Background: an optimization exercise with open tools, aiming at small area and few clock cycles per item. Do not read the settings as production practice. Function was checked by simulation only, so behaviour that the tests miss may differ from the original. Power and IR drop assume default switching activity. No driver is modelled on the clock port, so clocking that relies on it looks cheaper here than on a real chip.

old:
// cp_insert
module cp_insert
#(
   parameter int WIDTH = 32,
   parameter int N     = 64,
   parameter int B     = 6,
   parameter int CP    = 16
) (
   input  logic             clk,
   input  logic             rst,
   input  logic             ena_in,
   input  logic [WIDTH-1:0] dat_in,
   output logic             in_rdy,
   output logic             val_out,
   output logic             sym_sta,
   output logic [WIDTH-1:0] dat_out
);
   if (N != 64 || B != 6 || CP != 16) begin : g_bad_par
      $error("cp_insert: this implementation is built for N = 64, B = 6, CP = 16");
   end
   logic [B-1:0] ph, ph_nxt;
   logic [B-1:0] wa, wa_nxt;
   logic [B-1:0] wpos;
   logic         full, full_nxt;
   logic         act, act_nxt;
   logic         body, body_nxt;
   logic [1:0]   tsel;
   logic [3:0]   toh, toh_nxt;
   logic [B-1:0] ra;
   logic         free, rdy, acc, last_in, last_pfx, last_out, start;
   logic [N/4-1:0] sel, ins;
   assign tsel = {toh[3] | toh[2], toh[3] | toh[1]};
   assign ra   = {ph[5:4] - tsel, ph[3:0]};
   assign wpos = ph + B'(1) - wa;
   assign free = !full || (act && body);
   assign rdy  = (wpos[1:0] == 2'b01) && free;
   assign acc  = ena_in && rdy;
   always_comb begin
      sel = '0;
      if (rdy) sel[wpos[B-1:2]] = 1'b1;
   end
   assign ins = ena_in ? sel : '0;
   assign last_in  = acc && (wa == B'(N - 1));
   assign last_pfx = act && !body && (ph[3:0] == 4'hf);
   assign last_out = act && body && (ra == B'(N - 1));
   assign wa_nxt   = acc ? wa + B'(1) : wa;
   assign full_nxt = last_in || (full && !last_out);
   assign ph_nxt   = (!full_nxt && wa_nxt == '0) ? '0 : ph + B'(1);
  ...
Size: roughly 46000 µm² of cells after synthesis.
clock: 7.0 ns
lec_check: 0
cap_margin: 10
core_margin: 2
core_utilization: 60
cts_buf_list: sky130_fd_sc_hd__clkbuf_16
cts_cluster_diameter: 100
cts_cluster_size: 34
slew_margin: 10
synth_hierarchical: 1
synth_memory_max_bits: 16384
standard.sh (not shown) runs the stock make flow with config.mk's settings and CLKGATE_MAP_FILE= SYNTH_SCRIPT=/design/flow/synth_recipe.tcl, a recipe that flattens the netlist after the stock synthesis.
==> flow/flow/run.sh <==
#!/bin/bash
set -e
rm -rf scripts_abc
cp -r "$FLOW_HOME/scripts" scripts_abc
sed -i 's/^&nf$/\&nf -R 1000/; /^buffer -c$/d; /^upsize -c$/d; /^dnsize -c$/d' scripts_abc/abc_speed.script
cp scripts_abc/abc_speed.script abc_speed_script.log
export SCRIPTS_DIR="$PWD/scripts_abc"
export BUFFER_PORTS_ARGS="-buffer_cell sky130_fd_sc_hd__buf_1"
export CTS_ARGS="-sink_clustering_enable -repair_clock_nets -sink_clustering_size 34 -sink_clustering_max_diameter 100 -buf_list sky130_fd_sc_hd__clkbuf_16 -dont_use_dummy_load"
bash standard.sh > standard.log 2>&1
old: all stages complete, timing, DRC and antenna checks passed
Testbench counts of old, summed over its fixed seeds: cycles 15,872, symbols 192.
For new, these inputs were changed with respect to old:
- putting PLACE_DENSITY at 0.8 where nothing was set
- swapping 10 for 0 in CAP_MARGIN
- swapping 10 for 0 in SLEW_MARGIN
### Flow results
In summary, new completed successfully, with a layout that passed the timing, DRC and antenna checks.
From old to new the numbers moved as follows: final critical delay including setup and external delays did not really move, non-clock buffer count climbed 2, buffer count from post-CTS setup fixing has remained practically unchanged.
The cell type of the slowest stage on the worst timing path comes out nor2_1 in one run and nor2_4 in the other, namely in new and old respectively.
new against old: detailed-routed wire length on met2 went up; leakage power summed over all cells did not really move.

job 1214:
Another version of the RTL of cp_insert (not shown whole).
Size in the first run: roughly 0.047 mm2 of cells after synthesis.
==> flow/config.mk <==
export PLATFORM = sky130hd
export DESIGN_NAME = cp_insert
export DESIGN_NICKNAME = cp_insert
export VERILOG_FILES = /design/flow/design.v
export SDC_FILE = /design/flow/constraint.sdc
export NUM_CORES = 4
export LEC_CHECK = 0
export CAP_MARGIN = 0
export CORE_MARGIN = 2
export CORE_UTILIZATION = 60
export CTS_BUF_LIST = sky130_fd_sc_hd__clkbuf_16
export CTS_CLUSTER_DIAMETER = 100
export CTS_CLUSTER_SIZE = 36
export PLACE_DENSITY = 0.8
export SLEW_MARGIN = 0
export SYNTH_HIERARCHICAL = 1
export SYNTH_MEMORY_MAX_BITS = 16384
==> flow/constraint.sdc <==
create_clock -name core_clock -period 7.0 [get_ports {clk}]
set_input_delay 1.4000 -clock core_clock [delete_from_list [all_inputs] [get_ports {clk}]]
set_output_delay 1.4000 -clock core_clock [all_outputs]
set_load 0.01 [all_outputs]
==> flow/flow/run.sh <==
#!/bin/bash
set -e
rm -rf scripts_abc
cp -r "$FLOW_HOME/scripts" scripts_abc
sed -i 's/^&nf$/\&nf -R 1000/; /^buffer -c$/d; /^upsize -c$/d; /^dnsize -c$/d' scripts_abc/abc_speed.script
cp scripts_abc/abc_speed.script abc_speed_script.log
export SCRIPTS_DIR="$PWD/scripts_abc"
export BUFFER_PORTS_ARGS="-buffer_cell sky130_fd_sc_hd__buf_1"
export CTS_ARGS="-sink_clustering_enable -repair_clock_nets -sink_clustering_size 36 -sink_clustering_max_diameter 100 -buf_list sky130_fd_sc_hd__clkbuf_16 -dont_use_dummy_load"
bash standard.sh > standard.log 2>&1
Testbench counts of job 1214, summed over its fixed seeds: cycles 15,872, symbols 192.
The inputs of job 2890 differ from those of job 1214 as listed below.
- PLACE_DENSITY no longer set, was 0.8
- CTS_CLUSTER_SIZE now 34, was 36
==> flow/flow/run.sh <==
#!/bin/bash
set -e
export BUFFER_PORTS_ARGS="-buffer_cell sky130_fd_sc_hd__buf_1"
export CTS_ARGS="-sink_clustering_enable -repair_clock_nets -sink_clustering_size 34 -sink_clustering_max_diameter 100 -buf_list sky130_fd_sc_hd__clkbuf_16 -dont_use_dummy_load"
bash standard.sh > standard.log 2>&1
--- outcome ---
- Aggregate global-route resource usage (job 2890 over job 1214): decrease, 0.75 points
- Average wire per cell in the routed design down about 3.3% in job 2890 wrt job 1214
- The capture point of the worst path comes out u_ram.ring[37][6] in one run and u_ram.ring[17][21] in the other, namely in job 1214 and job 2890 respectively.
- Job 1214 fits on a die that is smaller than the die of job 2890.
- When the final numbers for job 1214 and job 2890 were put side by side, the combinational group share of total power turned out to be smaller in job 2890.
The inputs of job 5519 differ from those of job 2890 as listed below.
- setting PLACE_DENSITY to 0.8 for the first time
-- flow/flow/run.sh --
<<< job 2890, line 3
>>> job 5519, line 3
rm -rf scripts_abc
cp -r "$FLOW_HOME/scripts" scripts_abc
sed -i 's/^&nf$/\&nf -R 1000/; /^buffer -c$/d; /^upsize -c$/d; /^dnsize -c$/d' scripts_abc/abc_speed.script
cp scripts_abc/abc_speed.script abc_speed_script.log
export SCRIPTS_DIR="$PWD/scripts_abc"
### Flow results
Count of clock buffers in the final design: job 2890 vs job 5519 identical
Comparing total non-filler cell area in the finished layout for job 2890 and job 5519, the smaller number came from job 5519.
NOTE: worst setup slack in job 5519 exceeds that of job 2890
Compared to job 2890, job 5519 has final standard cell utilization of the core 1.5 points higher.
Looking at area fraction in compound gates after synthesis, job 5519 sits 0.25 points below job 2890.
Job 5519 ended with less leakage power figure than job 2890.
From job 2890 to job 5519 the numbers moved as follows: number of instances in the synthesized netlist now smaller; first-iteration DRC count now larger.
Non-filler instance count after layout ends up lower on job 5519.
Job 5519 drops more vias than job 2890.
Against job 2890, maximum frequency in job 5519 rose by a little under 10%.

[what the ideal ports hide]
How much do the figures lean on ideal ports? The routed layouts below were timed once more, with nothing changed but the port constraints. Step 1 sets driving cells, clkbuf_16 on the clock port and buf_2 on the other inputs (assumed; they add their load-dependent delay and slew). Step 2, shift: input delay + t, output delay - t, t = (earliest + latest rising clock arrival at the registers) / 2. This alone moves slack from input paths to output paths. Three values: ideal, step 1, step 2; two values: the first two.
| run | t (ns) | setup WS [ns] | worst setup path after step 2 | cell pins on the clock port's net |
|---|---|---|---|---|
| old | 0.704 | 1.845 / 1.845 / 1.845 | register to register | 1 |
| new | 0.698 | 1.843 / 1.843 / 1.843 | register to register | 1 |
| job 1214 | 0.702 | 1.854 / 1.854 / 1.854 | register to register | 1 |
| job 2890 | 0.708 | 1.382 / 1.382 / 1.382 | register to register | 1 |
| job 5519 | 0.708 | 1.828 / 1.828 / 1.828 | register to register | 1 |
After both steps setup and hold are still met in every run listed.
